Background: an optimization exercise with open tools, aiming at a short achievable clock period and low power. Do not read the settings as production practice.
The RTL was checked by simulation tests, not by an equivalence proof against the original design.

**flow/design.v**
```verilog
`default_nettype none
package mips_pkg;
	localparam int DATA_W     = 32;
	localparam int REG_ADDR_W = 5;
	typedef enum logic [5:0] {
		OP_SPECIAL = 6'b000000,
		OP_ADDI    = 6'b001000,
		OP_ADDIU   = 6'b001001,
		OP_SLTI    = 6'b001010,
		OP_SLTIU   = 6'b001011,
		OP_ANDI    = 6'b001100,
		OP_ORI     = 6'b001101,
		OP_XORI    = 6'b001110,
		OP_LUI     = 6'b001111
	} opcode_e;
	typedef enum logic [5:0] {
		FN_SLL   = 6'b000000,
		FN_SRL   = 6'b000010,
		FN_SRA   = 6'b000011,
		FN_SLLV  = 6'b000100,
		FN_SRLV  = 6'b000110,
		FN_SRAV  = 6'b000111,
		FN_MFHI  = 6'b010000,
		FN_MTHI  = 6'b010001,
		FN_MFLO  = 6'b010010,
		FN_MTLO  = 6'b010011,
		FN_MULT  = 6'b011000,
		FN_MULTU = 6'b011001,
		FN_ADD   = 6'b100000,
		FN_ADDU  = 6'b100001,
		FN_SUB   = 6'b100010,
		FN_SUBU  = 6'b100011,
		FN_AND   = 6'b100100,
		FN_OR    = 6'b100101,
		FN_XOR   = 6'b100110,
		FN_NOR   = 6'b100111,
		FN_SLT   = 6'b101010,
		FN_SLTU  = 6'b101011
	} funct_e;
	typedef enum logic [3:0] {
		ALU_ADD,
		ALU_SUB,
		ALU_AND,
		ALU_OR,
		ALU_XOR,
		ALU_NOR,
		ALU_SLT,
		ALU_SLTU,
		ALU_SLL,
		ALU_SRL,
		ALU_SRA,
		ALU_LUI
	} alu_op_e;
	typedef enum logic [2:0] {
		HL_NONE,
		HL_MULT,
		HL_MULTU,
		HL_MTHI,
		HL_MTLO
	} hi_lo_op_e;
endpackage
`default_nettype wire
`default_nettype none
module control_unit (
	input  logic [31:0]         instruction,
	output logic                reg_write,
	output logic                reg_dst_rd,
	output logic                alu_src_imm,
	output logic                shift_by_shamt,
	output logic                shift_by_rs,
	output logic                zero_extend,
	output mips_pkg::alu_op_e   alu_op,
	output mips_pkg::hi_lo_op_e hi_lo_op,
	output logic                read_hi,
	output logic                result_from_hi_lo,
	output logic                illegal
);
	mips_pkg::opcode_e               opcode;
	mips_pkg::funct_e                funct;
	logic [mips_pkg::REG_ADDR_W-1:0] rt;
	assign opcode = mips_pkg::opcode_e'(instruction[31:26]);
	assign rt     = instruction[20:16];
	assign funct  = mips_pkg::funct_e'(instruction[5:0]);
	always_comb begin
		reg_write         = 1'b0;
		reg_dst_rd        = 1'b0;
		alu_src_imm       = 1'b0;
		shift_by_shamt    = 1'b0;
		shift_by_rs       = 1'b0;
		zero_extend       = 1'b0;
		alu_op            = mips_pkg::ALU_ADD;
		hi_lo_op          = mips_pkg::HL_NONE;
		read_hi           = 1'b0;
		result_from_hi_lo = 1'b0;
		illegal           = 1'b0;
		case (opcode)
			mips_pkg::OP_SPECIAL: begin
				reg_write      = 1'b1;
				reg_dst_rd     = 1'b1;
				shift_by_shamt = (funct == mips_pkg::FN_SLL || funct == mips_pkg::FN_SRL || funct == mips_pkg::FN_SRA);
				shift_by_rs    = (funct == mips_pkg::FN_SLLV || funct == mips_pkg::FN_SRLV || funct == mips_pkg::FN_SRAV);
				case (funct)
					mips_pkg::FN_SLL, mips_pkg::FN_SLLV: alu_op = mips_pkg::ALU_SLL;
					mips_pkg::FN_SRL, mips_pkg::FN_SRLV: alu_op = mips_pkg::ALU_SRL;
					mips_pkg::FN_SRA, mips_pkg::FN_SRAV: alu_op = mips_pkg::ALU_SRA;
					mips_pkg::FN_ADD, mips_pkg::FN_ADDU: alu_op = mips_pkg::ALU_ADD;  
					mips_pkg::FN_SUB, mips_pkg::FN_SUBU: alu_op = mips_pkg::ALU_SUB;
					mips_pkg::FN_AND:  alu_op = mips_pkg::ALU_AND;
					mips_pkg::FN_OR:   alu_op = mips_pkg::ALU_OR;
					mips_pkg::FN_XOR:  alu_op = mips_pkg::ALU_XOR;
					mips_pkg::FN_NOR:  alu_op = mips_pkg::ALU_NOR;
					mips_pkg::FN_SLT:  alu_op = mips_pkg::ALU_SLT;
					mips_pkg::FN_SLTU: alu_op = mips_pkg::ALU_SLTU;
					mips_pkg::FN_MFHI, mips_pkg::FN_MFLO: begin
						result_from_hi_lo = 1'b1;
						read_hi           = (funct == mips_pkg::FN_MFHI);
						if (rt != '0) begin  
							reg_write = 1'b0;
							illegal   = 1'b1;
						end
					end
					mips_pkg::FN_MTHI, mips_pkg::FN_MTLO: begin
						reg_write = 1'b0;
						if (rt != '0) begin
							illegal = 1'b1;
						end else begin
							hi_lo_op = (funct == mips_pkg::FN_MTHI) ? mips_pkg::HL_MTHI : mips_pkg::HL_MTLO;
						end
					end
					mips_pkg::FN_MULT: begin
						reg_write = 1'b0;
						hi_lo_op  = mips_pkg::HL_MULT;
					end
					mips_pkg::FN_MULTU: begin
						reg_write = 1'b0;
						hi_lo_op  = mips_pkg::HL_MULTU;
					end
					default: begin  
						reg_write = 1'b0;
						illegal   = 1'b1;
					end
				endcase
			end
			mips_pkg::OP_ADDI, mips_pkg::OP_ADDIU: begin
				reg_write   = 1'b1;
				alu_src_imm = 1'b1;
				alu_op      = mips_pkg::ALU_ADD;
			end
			mips_pkg::OP_SLTI: begin
				reg_write   = 1'b1;
				alu_src_imm = 1'b1;
				alu_op      = mips_pkg::ALU_SLT;
			end
			mips_pkg::OP_SLTIU: begin
				reg_write   = 1'b1;
				alu_src_imm = 1'b1;
				alu_op      = mips_pkg::ALU_SLTU;  
			end
			mips_pkg::OP_ANDI, mips_pkg::OP_ORI, mips_pkg::OP_XORI: begin
				reg_write   = 1'b1;
				alu_src_imm = 1'b1;
				zero_extend = 1'b1;
				case (opcode)
					mips_pkg::OP_ANDI: alu_op = mips_pkg::ALU_AND;
					mips_pkg::OP_ORI:  alu_op = mips_pkg::ALU_OR;
					default: alu_op = mips_pkg::ALU_XOR;
				endcase
			end
			mips_pkg::OP_LUI: begin
				reg_write   = 1'b1;
				alu_src_imm = 1'b1;
				alu_op      = mips_pkg::ALU_LUI;
			end
			default: illegal = 1'b1;  
		endcase
	end
endmodule
`default_nettype wire
`default_nettype none
module register_file (
	input  logic                            clk,
	input  logic                            rst,
	input  logic [mips_pkg::REG_ADDR_W-1:0] rs_addr,
	input  logic [mips_pkg::REG_ADDR_W-1:0] rt_addr,
	input  logic                            write_en,
	input  logic [mips_pkg::REG_ADDR_W-1:0] write_addr,
	input  logic [mips_pkg::DATA_W-1:0]     write_data,
	output logic [mips_pkg::DATA_W-1:0]     rs_data,
	output logic [mips_pkg::DATA_W-1:0]     rt_data
);
	localparam int NUM_REGS = 2 ** mips_pkg::REG_ADDR_W;
	logic [mips_pkg::DATA_W-1:0] regs [NUM_REGS];
	always_ff @(posedge clk) begin
		if (rst) begin
			for (int i = 0; i < NUM_REGS; i++) begin
				regs[i] <= '0;
			end
		end else if (write_en && write_addr != '0) begin  
			regs[write_addr] <= write_data;
		end
	end
	assign rs_data = regs[rs_addr];
	assign rt_data = regs[rt_addr];
endmodule
`default_nettype wire
`default_nettype none
module alu (
	input  mips_pkg::alu_op_e               alu_op,
	input  logic [mips_pkg::DATA_W-1:0]     operand_a,
	input  logic [mips_pkg::DATA_W-1:0]     operand_b,
	input  logic [mips_pkg::REG_ADDR_W-1:0] shift_amount,
	output logic [mips_pkg::DATA_W-1:0]     result
);
	localparam int HALF_W = mips_pkg::DATA_W / 2;
	logic less_signed;
	logic less_unsigned;
	assign less_signed   = $signed(operand_a) < $signed(operand_b);
	assign less_unsigned = operand_a < operand_b;
	always_comb begin
		case (alu_op)
			mips_pkg::ALU_ADD:  result = operand_a + operand_b;
			mips_pkg::ALU_SUB:  result = operand_a - operand_b;
			mips_pkg::ALU_AND:  result = operand_a & operand_b;
			mips_pkg::ALU_OR:   result = operand_a | operand_b;
			mips_pkg::ALU_XOR:  result = operand_a ^ operand_b;
			mips_pkg::ALU_NOR:  result = ~(operand_a | operand_b);
			mips_pkg::ALU_SLT:  result = {{(mips_pkg::DATA_W-1){1'b0}}, less_signed};
			mips_pkg::ALU_SLTU: result = {{(mips_pkg::DATA_W-1){1'b0}}, less_unsigned};
			mips_pkg::ALU_SLL:  result = operand_b << shift_amount;  
			mips_pkg::ALU_SRL:  result = operand_b >> shift_amount;
			mips_pkg::ALU_SRA:  result = $unsigned($signed(operand_b) >>> shift_amount);
			mips_pkg::ALU_LUI:  result = {operand_b[HALF_W-1:0], {HALF_W{1'b0}}};
			default:  result = '0;
		endcase
	end
endmodule
`default_nettype wire
`default_nettype none
module hi_lo_unit (
	input  logic                        clk,
	input  logic                        rst,
	input  mips_pkg::hi_lo_op_e         hi_lo_op,
	input  logic                        read_hi,
	input  logic [mips_pkg::DATA_W-1:0] rs_data,
	input  logic [mips_pkg::DATA_W-1:0] rt_data,
	output logic [mips_pkg::DATA_W-1:0] read_data
);
	logic [mips_pkg::DATA_W-1:0]   hi;
	logic [mips_pkg::DATA_W-1:0]   lo;
	logic                is_signed;
	logic [2*mips_pkg::DATA_W-1:0] wide_a;
	logic [2*mips_pkg::DATA_W-1:0] wide_b;
	logic [2*mips_pkg::DATA_W-1:0] product;
	assign is_signed = (hi_lo_op == mips_pkg::HL_MULT);
	assign wide_a    = {{mips_pkg::DATA_W{is_signed & rs_data[mips_pkg::DATA_W-1]}}, rs_data};
	assign wide_b    = {{mips_pkg::DATA_W{is_signed & rt_data[mips_pkg::DATA_W-1]}}, rt_data};
	assign product   = wide_a * wide_b;  
	always_ff @(posedge clk) begin
		if (rst) begin
			hi <= '0;
			lo <= '0;
		end else begin
			case (hi_lo_op)
				mips_pkg::HL_MULT, mips_pkg::HL_MULTU: begin
					hi <= product[2*mips_pkg::DATA_W-1:mips_pkg::DATA_W];
					lo <= product[mips_pkg::DATA_W-1:0];
				end
				mips_pkg::HL_MTHI: hi <= rs_data;
				mips_pkg::HL_MTLO: lo <= rs_data;
				default: begin
				end
			endcase
		end
	end
	assign read_data = read_hi ? hi : lo;  
endmodule
`default_nettype wire
`default_nettype none
module mips_exec_top (
	input  logic                            clk,
	input  logic                            rst,
	input  logic                            instr_valid,
	input  logic [31:0]                     instruction,
	output logic                            wb_valid,
	output logic [mips_pkg::REG_ADDR_W-1:0] wb_reg,
	output logic [mips_pkg::DATA_W-1:0]     wb_data,
	output logic                            illegal
);
	localparam int IMM_W = 16;
	logic [mips_pkg::REG_ADDR_W-1:0] rs_addr, rt_addr, rd_addr, shamt;
	logic [IMM_W-1:0]      imm;
	logic [mips_pkg::REG_ADDR_W-1:0] dest_addr;
	logic [mips_pkg::REG_ADDR_W-1:0] shift_amount;
	logic [mips_pkg::DATA_W-1:0]     rs_data, rt_data;
	logic [mips_pkg::DATA_W-1:0]     imm_ext;
	logic [mips_pkg::DATA_W-1:0]     operand_b;
	logic [mips_pkg::DATA_W-1:0]     alu_result;
	logic [mips_pkg::DATA_W-1:0]     hi_lo_data;
	logic [mips_pkg::DATA_W-1:0]     result;
	logic      reg_write, reg_dst_rd, alu_src_imm;
	logic      shift_by_shamt, shift_by_rs, zero_extend;
	logic      read_hi, result_from_hi_lo, decode_illegal;
	logic      write_en;
	mips_pkg::alu_op_e   alu_op;
	mips_pkg::hi_lo_op_e hi_lo_op;
	mips_pkg::hi_lo_op_e hi_lo_op_gated;
	assign rs_addr = instruction[25:21];
	assign rt_addr = instruction[20:16];
	assign rd_addr = instruction[15:11];
	assign shamt   = instruction[10:6];
	assign imm     = instruction[IMM_W-1:0];
	control_unit u_control (
		.instruction       (instruction),
		.reg_write         (reg_write),
		.reg_dst_rd        (reg_dst_rd),
		.alu_src_imm       (alu_src_imm),
		.shift_by_shamt    (shift_by_shamt),
		.shift_by_rs       (shift_by_rs),
		.zero_extend       (zero_extend),
		.alu_op            (alu_op),
		.hi_lo_op          (hi_lo_op),
		.read_hi           (read_hi),
		.result_from_hi_lo (result_from_hi_lo),
		.illegal           (decode_illegal)
	);
	assign dest_addr = reg_dst_rd ? rd_addr : rt_addr;
	assign imm_ext   = zero_extend ? {{(mips_pkg::DATA_W-IMM_W){1'b0}}, imm}
	                               : {{(mips_pkg::DATA_W-IMM_W){imm[IMM_W-1]}}, imm};
	assign operand_b = alu_src_imm ? imm_ext : rt_data;
	assign shift_amount = shift_by_rs    ? rs_data[mips_pkg::REG_ADDR_W-1:0] :
	                      shift_by_shamt ? shamt : '0;
	assign write_en       = instr_valid & reg_write;
	assign hi_lo_op_gated = instr_valid ? hi_lo_op : mips_pkg::HL_NONE;
	assign result         = result_from_hi_lo ? hi_lo_data : alu_result;
	register_file u_regs (
		.clk        (clk),
		.rst        (rst),
		.rs_addr    (rs_addr),
		.rt_addr    (rt_addr),
		.write_en   (write_en),
		.write_addr (dest_addr),
		.write_data (result),
		.rs_data    (rs_data),
		.rt_data    (rt_data)
	);
	alu u_alu (
		.alu_op       (alu_op),
		.operand_a    (rs_data),
		.operand_b    (operand_b),
		.shift_amount (shift_amount),
		.result       (alu_result)
	);
	hi_lo_unit u_hi_lo (
		.clk       (clk),
		.rst       (rst),
		.hi_lo_op  (hi_lo_op_gated),
		.read_hi   (read_hi),
		.rs_data   (rs_data),
		.rt_data   (rt_data),
		.read_data (hi_lo_data)
	);
	always_ff @(posedge clk) begin
		if (rst) begin
			wb_valid <= 1'b0;
			illegal  <= 1'b0;
		end else begin
			wb_valid <= write_en;
			illegal  <= instr_valid & decode_illegal;
		end
	end
	always_ff @(posedge clk) begin
		wb_reg  <= dest_addr;  
		wb_data <= result;
	end
endmodule
`default_nettype wire
```
**flow/run.sh**
```bash
#!/bin/bash
# synth_recipe.tcl (not shown) runs the flow's synth.tcl, then flattens the netlist and writes it again
# the make line also repeats each setting of config.mk as NAME=value (left out here)
make -C /OpenROAD-flow-scripts/flow DESIGN_CONFIG=/design/flow/config.mk WORK_HOME=/design/flow/orfs CLKGATE_MAP_FILE= SYNTH_SCRIPT=/design/flow/synth_recipe.tcl finish
```
**flow/config.mk**
```make
export PLATFORM = sky130hd
export DESIGN_NAME = mips_exec_top
export DESIGN_NICKNAME = mips_exec_top
export VERILOG_FILES = /design/flow/design.v
export SDC_FILE = /design/flow/constraint.sdc
export NUM_CORES = 4
export LEC_CHECK = 0
export CAP_MARGIN = 20
export CORE_MARGIN = 2
export CORE_UTILIZATION = 40
export SLEW_MARGIN = 20
```
**flow/constraint.sdc**
```tcl
create_clock -name core_clock -period 12.0 [get_ports {clk}]
set_input_delay 2.4000 -clock core_clock [delete_from_list [all_inputs] [get_ports {clk}]]
set_output_delay 2.4000 -clock core_clock [all_outputs]
set_load 0.01 [all_outputs]
```
==> notes.md <==
==> placed cells by master (no fill, tap or decap), drive strengths merged, types with 112 or more instances in the layout <==
cell,netlist,routed
nor2,1333,1333
inv,1244,1247
nand2,1145,1145
fa,1127,1127
buf,238,1117
edfxtp,1024,1024
mux2i,416,416
mux4,391,391
ha,308,308
a21oi,243,243
a22oi,196,196
o21ai,165,165
clkbuf,535,150
nor3,138,138
nand3,136,136
and2,112,112
==> final cells by class <==
type                       instances  share of cell area
inverter                        1248             0.03900
sequential                      1127              0.2727
tap                             3384             0.03520
clock buffer                     149             0.02626
timing repair buffer            1182             0.08790
multi-input combinational       6847              0.5323
clock inverter                    66            0.006500
antenna                            7           0.0001456
==> per-stage QoR <==
stage,utilization,cells,setup TNS [ns]
after floorplan,-,9995,0
after global placement,0.4514,13784,-14.96
after detailed placement,0.4514,13785,-15.64
after CTS,0.4667,14000,0
after global routing,0.4673,14005,-0.04496
final,0.4674,14010,0
==> worst reg2reg max path: cells and delay by family (launching register included) <==
kind,cells,cell delay (ns)
flip-flops,1,0.38
buffers and inverters,8,1.49
AND/OR/NAND/NOR,5,0.76
adder cells (fa/ha/maj),9,4.20
AO/OA/AOI/OAI,5,1.28
multiplexers,4,1.65
==> path summary, 6_finish.rpt <==
| kind | end | cells past startpoint | from |
|---|---|---|---|
| setup / recovery | u_hi_lo.hi[30] | 37 | instruction[20] |
| hold / removal | u_hi_lo.hi[21] | 2 | u_hi_lo.hi[21] |
| setup reg to reg | u_hi_lo.hi[30] | 31 | u_regs.regs[23][9] |
| hold reg to reg | u_hi_lo.hi[21] | 2 | u_hi_lo.hi[21] |
==> Yosys cell counts, drive strengths merged (16+ instances only) <==
master and count:
a2111oi 16, a211oi 103, a21o 68, a21oi 243, a221oi 36, a22oi 196, a31o 17, a31oi 52
and2 112, and3 25, buf 238, clkbuf 535, dfxtp 103, edfxtp 1024, fa 1127, ha 308
inv 1244, mux2 43, mux2i 416, mux4 391, nand2 1145, nand2b 69, nand3 136, nand4 36
nor2 1333, nor2b 32, nor3 138, nor4 49, o211ai 37, o21ai 165, o21bai 26, o221ai 23
o22ai 99, o31ai 39, or2 24, or3 18, xnor2 68, xor2 33
==> routing by layer <==
layer  vias to the layer above  track usage  wire length (um)
met4                        14       0.2318             37900
met1                     44579       0.4431            170400
met2                      6095       0.5394            206300
met3                      1605      0.07291             50260
met5                         -     0.002009                90
li1                      34909            -                 -
==> logic make-up (layout without fill, tap and decap cells) <==
logic type	count (synthesis)	after routing	synth area share
xor+xnor	101	101	0.008526
simple gates	3161	3161	0.1295
fa+ha+maj	1435	1435	0.2546
compound gates	1268	1268	0.08409
flops	1127	1127	0.3162
buf+inv	2021	2645	0.07729
other cells	1	39	0.00003614
mux	850	850	0.1297
==> timing repair <==
action                                  CTS  global route
cloned                                    0             0
buffers inserted                          0             2
endpoints found under the hold margin     0             0
pin swaps                                 0             3
hold buffers                              0             0
resized for setup                         2            29
endpoints found under the setup margin    3            13
==> flow_metrics.py <==
metrics = {
    "outcome": {
        "status": "timing/DRC/antenna clean",
    },
    "logic_synthesis": {
        "synth_top_cell_area_share": 0.2964,
        "async_flop_share": 0,
        "ys.flop_type": "edfxtp_1",
        "yosysWarnings": 5,
        "synthCells": 9964,
        "synth_area_per_cell_um2": 10.41,
        "synth_cell_type_count": 96,
        "seq_area_frac_synth": 0.3162,
        "synth-edff-count": 1024,
        "ys_seq_elements": 1127,
        "netlist_area_mm2": 0.1038,
        "netlist_top_cells_area": "edfxtp_1, fa_1, mux4_2, nor2_1, inv_1",
        "yosys.area.top_type": "edfxtp_1",
    },
    "global_route": {
        "antenna_found_initial": 27,
        "grt_usage": 0.3490,
        "grt_max_degree": 93,
        "grt_pass1_vias": 88299,
        "grt_remaining_overflow": 0,
        "grt_pass1_wl_mm": 656.4,
    },
    "critical_path": {
        "startpoint_type": "input pin",
        "crit_path_end_kind": "flop",
        "cp.required_ns": 12.67,
        "path_buf_inv": 13,
        "crit_type": "in2reg",
        "crit_slowest_cell": "nor4_1",
        "critPathTopFamily": "adder cells",
        "r2r_setup_slack_ns": 2.08,
        "crit_fanout": 19,
        "cp_common_cell": "fa_1",
        "critPathArrivalTime_ns": 12.44,
        "cp_slowest_stage_delay_ns": 0.80,
    },
    "route": {
        "num_vias": 87202,
        "drc": 0,
        "final_antenna_net_count": 0,
        "viasPerCell": 6.224,
        "drt-total-wl_mm": 465.0,
        "routedWlPerCell_um": 33.19,
        "drtPass1Iterations": 9,
        "first_iter_violations": 11902,
    },
    "clocking": {
        "cts_buffer_depth": 3,
        "cts_tree": "done",
        "cts_buffers": 115,
        "cts_max_level": 3,
        "clk_pin_slew_ns": 0.07,
        "cts_root_buf": "clkbuf_16",
        "clock_sinks": 1127,
        "clock_latency_ns": 0.82,
    },
    "sta": {
        "fin_ws_ns": 0.2252,
        "slew_violations": 0,
        "hold_slack_ns": 0.5087,
        "setup_violations": 0,
        "hold_viol": 0,
        "period_needed_ns": 11.77,
        "max-slew-margin-rel": 0.2101,
        "clock.fmax_mhz": 84.93,
        "final.setup_skew_ns": 0.06335,
        "finalCritPeriodShare": 0.9812,
        "tightest_slew_ns": 1.184,
    },
    "placed_design": {
        "placed_cell_area_mm2": 0.1162,
        "routabilityCongestion": 1.025,
        "pre_cts_slack_ns": -0.9791,
        "dp_hpwl_mm": 346.4,
        "io_buffers": 73,
    },
    "floorplanning": {
        "ios": 74,
        "start_util": 0.4031,
        "num_rows": 186,
        "fp.dieW_um": 513.3,
        "dieArea_mm2": 0.2635,
        "core_area_mm2": 0.2574,
        "die_y_um": 513.3,
    },
    "run": {
        "maxCapViolations": 0,
    },
    "layout": {
        "multi_input_area_mm2": 0.06403,
        "largest_register_ffs": 1024,
        "finish.instance_area_mm2": 0.1203,
        "largest_register": "u_regs.regs",
        "fill_cells": 23795,
        "drive_gt1_frac": 0.1853,
        "final_nets": 11991,
        "syn_to_final_growth_pct": 15.95,
        "regArea_mm2": 0.03281,
    },
    "hold_path": {
        "hp-class": "reg2reg",
    },
}

==> re-timing with driven ports <==
In the flow no input, the clock included, has a driving cell. The finished layout below was timed again as built, in two steps.
Step 1 sets driving cells, clkbuf_16 on the clock port and buf_2 on the other inputs (assumed; they add their load-dependent delay and slew).
Step 2, shift: input delay + t, output delay - t, t = (earliest + latest rising clock arrival at the registers) / 2. This alone moves slack from input paths to output paths.
Three values: ideal, step 1, step 2; two values: the first two.
t (ns): 0.875
setup WS [ns]: 0.225 / 0.279 / -0.596
slew at the worst register clock pin (ns): 0.10 / 0.10
cell pins on the clock port's net: 1
Met with ideal ports but missed after step 2: setup timing in this run. For this run, drivers alone change the setup slack by +0.054 ns; drivers and shift together by -0.821 ns.
